This design comes from an exercise in tuning for small area and low power on the open sky130 flow, not from production work. The RTL of this run was laid out without a check of its function. No activity file was given, so power comes from the tool's default toggle rates.

### flow/design.v
package iq_cfg_pkg;
    localparam int IQ_DEPTH  = 8;                        
    localparam int SLOT_W    = $clog2(IQ_DEPTH);         
    localparam int CNT_W     = $clog2(IQ_DEPTH + 1);     
    localparam int ROB_DEPTH = 16;
    localparam int TAG_W     = $clog2(ROB_DEPTH);        
    localparam int WORD_W    = 32;
    localparam int OP_W      = 8;                        
    localparam int NUM_WB    = 2;
endpackage
package iq_types_pkg;
    localparam int CFG_TAG_W = 4;
    localparam int CFG_WORD_W = 32;
    localparam int CFG_OP_W = 8;
    typedef logic [CFG_TAG_W-1:0]  tag_t;
    typedef logic [CFG_WORD_W-1:0] word_t;
    typedef struct packed {
        logic [CFG_WORD_W-CFG_TAG_W-1:0] pad;
        tag_t                                            tag;
    } padded_tag_t;
    typedef union packed {
        word_t       value;
        padded_tag_t prod;
    } operand_u;
    typedef struct packed {
        logic     pending;
        operand_u data;
    } operand_t;
    typedef struct packed {
        logic [CFG_OP_W-1:0] opcode;
        word_t                       imm;
        tag_t                        dst;      
        operand_t                    src1;
        operand_t                    src2;
    } uop_t;
    typedef struct packed {
        logic  valid;
        tag_t  tag;        
        word_t result;
    } wb_bus_t;
    typedef struct packed {
        logic  hit;
        word_t data;
    } capture_t;
    typedef struct packed {
        capture_t src1;
        capture_t src2;
    } slot_capture_t;
    localparam int UOP_W = CFG_OP_W + CFG_WORD_W + CFG_TAG_W + 2 * (1 + CFG_WORD_W);
    localparam int WB_W  = 1 + CFG_TAG_W + CFG_WORD_W;
    localparam int CAP_W = 2 * (1 + CFG_WORD_W);
endpackage
`timescale 1ns/1ps
module issue_queue (
    input  logic         clk,
    input  logic         rst_n,
    input  logic         dispatch_en,
    input  logic [109:0] dispatch_uop,
    output logic         iq_full,
    input  logic [1:0]   wb_valid,
    input  logic [7:0]   wb_tag,
    input  logic [63:0]  wb_result,
    input  logic         flush,
    output logic         issue_valid,
    output logic [109:0] issue_uop,
    input  logic         fu_ready
);
    localparam int N = iq_cfg_pkg::IQ_DEPTH;
    logic [N-1:0]   valid;
    logic [109:0]   ent   [N];
    logic [N-1:0]   rdy;
    logic [N-1:0]   grant;
    logic [N-1:0]   wsel;
    logic           accept;
    logic           fire;
    assign iq_full = &valid;
    assign accept  = dispatch_en && !iq_full && !flush;
    always_comb begin
        logic seen;
        seen = 1'b0;
        for (int i = 0; i < N; i++) begin
            wsel[i] = !valid[i] && !seen;
            seen    = seen || !valid[i];
        end
    end
    function automatic logic [32:0] disp_operand(input logic [32:0] op, input logic [1:0] wv,
                                                 input logic [7:0] wt, input logic [63:0] wr);
        logic h0, h1;
        h0 = op[32] && wv[0] && (op[3:0] == wt[3:0]);
        h1 = op[32] && wv[1] && (op[3:0] == wt[7:4]);
        if (h0)      disp_operand = {1'b0, wr[31:0]};
        else if (h1) disp_operand = {1'b0, wr[63:32]};
        else         disp_operand = op;
    endfunction
    logic [32:0] d_src1, d_src2;
    assign d_src1 = disp_operand(dispatch_uop[65:33], wb_valid, wb_tag, wb_result);
    assign d_src2 = disp_operand(dispatch_uop[32:0],  wb_valid, wb_tag, wb_result);
    logic [N-1:0] older [N];
    always_ff @(posedge clk) begin
        for (int i = 0; i < N; i++)
            for (int j = i + 1; j < N; j++)
                if (accept && wsel[j])      older[i][j] <= 1'b1;
                else if (accept && wsel[i]) older[i][j] <= 1'b0;
    end
    always_comb begin
        for (int i = 0; i < N; i++)
            rdy[i] = valid[i] && !ent[i][65] && !ent[i][32];
        for (int i = 0; i < N; i++) begin
            logic blocked;
            blocked = 1'b0;
            for (int j = 0; j < N; j++) begin
                if (j < i) blocked = blocked || (rdy[j] && older[j][i]);
                if (j > i) blocked = blocked || (rdy[j] && !older[i][j]);
            end
            grant[i] = rdy[i] && !blocked;
        end
    end
    assign issue_valid = |rdy;
    assign fire        = issue_valid && fu_ready;
    always_comb begin
        issue_uop = '0;
        for (int i = 0; i < N; i++)
            issue_uop = issue_uop | ({110{grant[i]}} & ent[i]);
    end
    always_ff @(posedge clk or negedge rst_n) begin
        if (!rst_n)     valid <= '0;
        else if (flush) valid <= '0;
        else            valid <= (valid & ~(grant & {N{fire}})) | (wsel & {N{accept}});
    end
    function automatic logic [32:0] wake(input logic [32:0] op, input logic [1:0] wv,
                                         input logic [7:0] wt, input logic [63:0] wr);
        logic h0, h1;
        h0 = op[32] && wv[0] && (op[3:0] == wt[3:0]);
        h1 = op[32] && wv[1] && (op[3:0] == wt[7:4]);
        if (h0)      wake = {1'b0, wr[31:0]};
        else if (h1) wake = {1'b0, wr[63:32]};
        else         wake = op;
    endfunction
    always_ff @(posedge clk) begin
        for (int i = 0; i < N; i++) begin
            if (accept && wsel[i]) begin
                ent[i] <= {dispatch_uop[109:66], d_src1, d_src2};
            end else begin
                ent[i][65:33] <= wake(ent[i][65:33], wb_valid, wb_tag, wb_result);
                ent[i][32:0]  <= wake(ent[i][32:0],  wb_valid, wb_tag, wb_result);
            end
        end
    end
endmodule
`timescale 1ns/1ps
module issue_queue_top (
    input  logic         clk,
    input  logic         rst_n,
    input  logic         dispatch_en,
    input  logic [109:0] dispatch_uop,
    output logic         iq_full,
    input  logic [1:0]   wb_valid,
    input  logic [7:0]   wb_tag,
    input  logic [63:0]  wb_result,
    input  logic         flush,
    output logic         issue_valid,
    output logic [109:0] issue_uop,
    input  logic         fu_ready
);
    issue_queue u_iq (.clk(clk), .rst_n(rst_n), .dispatch_en(dispatch_en), .dispatch_uop(dispatch_uop),
        .iq_full(iq_full), .wb_valid(wb_valid), .wb_tag(wb_tag), .wb_result(wb_result), .flush(flush),
        .issue_valid(issue_valid), .issue_uop(issue_uop), .fu_ready(fu_ready));
endmodule
### flow/run.sh
#!/bin/bash
# synth_recipe.tcl (not shown) runs the flow's synth.tcl, then flattens the netlist and writes it again
# the make line also repeats each setting of config.mk as NAME=value (left out here)
make -C /OpenROAD-flow-scripts/flow DESIGN_CONFIG=/design/flow/config.mk WORK_HOME=/design/flow/orfs CLKGATE_MAP_FILE= SYNTH_SCRIPT=/design/flow/synth_recipe.tcl finish
### flow/config.mk
export PLATFORM = sky130hd
export DESIGN_NAME = issue_queue_top
export DESIGN_NICKNAME = issue_queue_top
export VERILOG_FILES = /design/flow/design.v
export SDC_FILE = /design/flow/constraint.sdc
export NUM_CORES = 4
export LEC_CHECK = 0
export CAP_MARGIN = 20
export CORE_MARGIN = 2
export CORE_UTILIZATION = 40
export SLEW_MARGIN = 20
### flow/constraint.sdc
create_clock -name core_clock -period 6.0 [get_ports {clk}]
set_input_delay 1.2000 -clock core_clock [delete_from_list [all_inputs] [get_ports {clk}]]
set_output_delay 1.2000 -clock core_clock [all_outputs]
set_load 0.01 [all_outputs]
==> impl_metrics.tcl <==
set metrics [dict create \
    powerDensity_nw_per_um2 257 \
    status "finished clean" \
    die_w_um 358 \
    fin_setup_tns_ps 0 \
    final_util 0.468 \
    place_inst 5609 \
    final_layout_size_suffix_gt1_frac 0.116 \
    firstDrtPassIters 6 \
    final_common_cell "mux2i_1" \
    r2r_cells 6 \
    overflow 0 \
    via_per_inst 6.56 \
    cts_tree "done" \
    synth-simple-area-share 0.103 \
    synth_adder_area_share 0 \
    synth-seq-cells 916 \
    worstSetupPathType "register to output port" \
    numCtsBuffers 104 \
    wl_mm 200 \
    p_leak_nw 27.7 \
    clock.fmax_mhz 173 \
    setup-violations-final 0 \
    vias 38100 \
    drv_slew 0 \
    synth_compound_area_frac 0.0827 \
    row_count 130 \
    synthMuxAreaShare 0.204 \
    start_util 0.401 \
    grt_max_degree 69 \
    synth_edf_count 880 \
    ys_async_sr_fraction 0.00873 \
    die_h_um 358 \
    hold_path_depth 2 \
    cts_setup_buffers 0 \
    critical_path.max_fanout 68 \
    final-hold-violation-count 0 \
    wl_met1_mm 79.9 \
    ctsResizeCount 0 \
    end_kind "output port" \
    clockBufferDepth 3 \
    cts_root_buf "clkbuf_16" \
    grt_pass1_vias 37200 \
    clk_transition_reported_paths_ps 70 \
    wire_per_inst_um 34.5 \
    synth_top_family_by_area "multiplexers" \
    io_pins 301 \
    die_area_um2 128000 \
    timing.final.ws_setup_ps 210 \
    seq_area_frac_synth 0.541 \
    yosysWarnings 3 \
    drt_iter0_drc 5534 \
    synth_top_flop_cell "edfxtp_1" \
    routed-wl-met3_mm 21.5 \
    final.min_clock_period_ps 5790 \
    hpwl_mm 113 \
    holdBufCountCts 0 \
    coreArea_um2 125000 \
    tightest_slew_ps 1240 \
    drcViolationCount 0 \
    place_ws_ps 1040 \
    clkLatencyLatePin_ps 730 \
    fin_cells 5813 \
    area_delta_synth_final_pct 16.7 \
    layout_common_cells "mux2i_1 (1024), edfxtp_1 (880), and3_1 (326)" \
    maxCapViolCount 0 \
    grt_pass1_wl_mm 281 \
    hp-class "register to register" \
    ant_nets 0 \
    numPortBuffers 298 \
    rsz0062_at_grt "false" \
    crit_arrival_ps 4590 \
    dr.max_layer_used "met5" \
    max-vdd-ir-drop_v 0.000229 \
    finalCritPeriodShare 0.965 \
    avgSynthCellArea_um2 12.7 \
    met2WireLength_mm 90.3 \
    clock_skew_ps 31.4 \
    cts_num_sinks 916 \
    nets 4254 \
    cp.required_ps 4800 \
    synth-xor-area-share 0.0204 \
    synth_cells 3965 \
    synth.distinct_cells 57 \
    antenna_found_initial 15 \
    htreeDepth 3 \
    maxSlewHeadroom 0.171 \
    track_usage 0.304 \
    syn_area_um2 50200 \
    startpoint_type "register" \
    whs_ps 473 \
    gp_congestion 0.885 \
]
[path summary, 6_finish.rpt]
| kind | from | end | slack, ps |
|---|---|---|---|
| worst max-delay path | u_iq.ent[4][32] | issue_uop[12] | 210 |
| worst min-delay path | u_iq.older[0][2] | u_iq.older[0][2] | 470 |
| worst max register to register | u_iq.valid[0] | u_iq.ent[5][22] | 2710 |
| worst min register to register | u_iq.older[0][2] | u_iq.older[0][2] | 470 |
| max in group asynchronous | rst_n | u_iq.valid[0] | 4940 |
| min in group asynchronous | rst_n | u_iq.valid[7] | 780 |
[synth_stat cells, drive strengths merged, types with 2 or more instances]
library cell | count | share of area
mux2i | 1024 | 0.20
edfxtp | 880 | 0.53
and3 | 329 | 0.041
clkbuf | 299 | 0.022
a22oi | 216 | 0.032
buf | 183 | 0.019
nand3 | 158 | 0.016
a2111oi | 105 | 0.020
nand4 | 104 | 0.013
inv | 94 | 0.0070
xor2 | 81 | 0.014
nand2 | 68 | 0.0051
o31ai | 64 | 0.016
xnor2 | 36 | 0.0063
a21boi | 32 | 0.0048
a31oi | 32 | 0.0040
and4 | 32 | 0.0056
dfxtp | 28 | 0.011
nor4b | 28 | 0.0051
nor3 | 27 | 0.0027
nor4bb | 26 | 0.0052
nor2 | 22 | 0.0016
nand3b | 12 | 0.0019
a222oi | 9 | 0.0018
nor4 | 9 | 0.0012
and2 | 8 | 0.0010
dfrtp | 8 | 0.0040
a21oi | 6 | 0.00060
nor2b | 6 | 0.00075
nor3b | 6 | 0.0011
a211oi | 5 | 0.00075
a2bb2oi | 5 | 0.00087
or3b | 5 | 0.00087
or3 | 3 | 0.00037
a221oi | 2 | 0.00035
nand4b | 2 | 0.00035
o2111a | 2 | 0.00045
or2 | 2 | 0.00025
or4b | 2 | 0.00040
[through the flow]
step	cell area [µm²]	power (mW)
after detailed placement	55100	8.62
after global placement	55100	8.60
after floorplan	50200	8.03
final	58600	15.0
after global routing	58600	15.4
after CTS	58600	15.1
[flip-flops by register name, indices dropped and copies added (netlist names)]
signal	cells
u_iq.ent	880
u_iq.valid	8
u_iq.older	28
[report_power, final]
group          internal, mW  switching (mW)
combinational         0.481           0.835
clock                  3.71            2.80
sequential             7.15          0.0551
total                  11.3            3.69
[cell families after synthesis]
logic type,Yosys count
other,1
multiplexers,1024
AO/OA/AOI/OAI,481
XOR/XNOR,117
flip-flops,916
buffers and inverters,576
AND/OR/NAND/NOR,850
[critical path, stage by stage (launching register included)]
cell and delay, ps:
edfxtp_1 560, nor4b_1 650, nor4_4 80, buf_4 510, and3_1 360, a2111oi_0 790, nand3_1 290, clkdlybuf4s50_1 560
[metal layers]
layer  up-vias  GRT usage
li1      15700          -
met5         -          0
met4        16      0.121
met3       530     0.0720
met1     19500      0.408
met2      2452      0.474
[layout make-up]
class                           count  area, µm²
Timing Repair Buffer              475       4550
Clock inverter                     68        693
Clock buffer                      127       2750
Fill cell                       11200      66500
Sequential cell                   916      27200
Tap cell                         1650       2060
Inverter                           94        353
Multi-Input combinational cell   2474      21000
Antenna cell                        9       22.5

[port drivers added, routing unchanged]
The results above use ideal ports. As a check the final layout listed here was re-extracted and re-timed, cells and wires unchanged.
Step 1 sets driving cells, clkbuf_16 on the clock port and buf_2 on the other inputs (assumed; they add their load-dependent delay and slew).
Step 2 also shifts input and output timing later by t, the mid clock arrival at the registers, as if the neighbouring blocks saw the same clock.
Three values: ideal ports, drivers, drivers and shift; two values: the first two.
t, ns: 0.789
setup slack, ns: 0.210 / 0.134 / 0.923
worst setup path after step 2: register to output
worst slew at a driven data input, ns: 0.22
After both steps setup and hold are still met in this run. For this run, drivers alone change the setup slack by -0.076 ns; drivers and shift together by +0.713 ns.
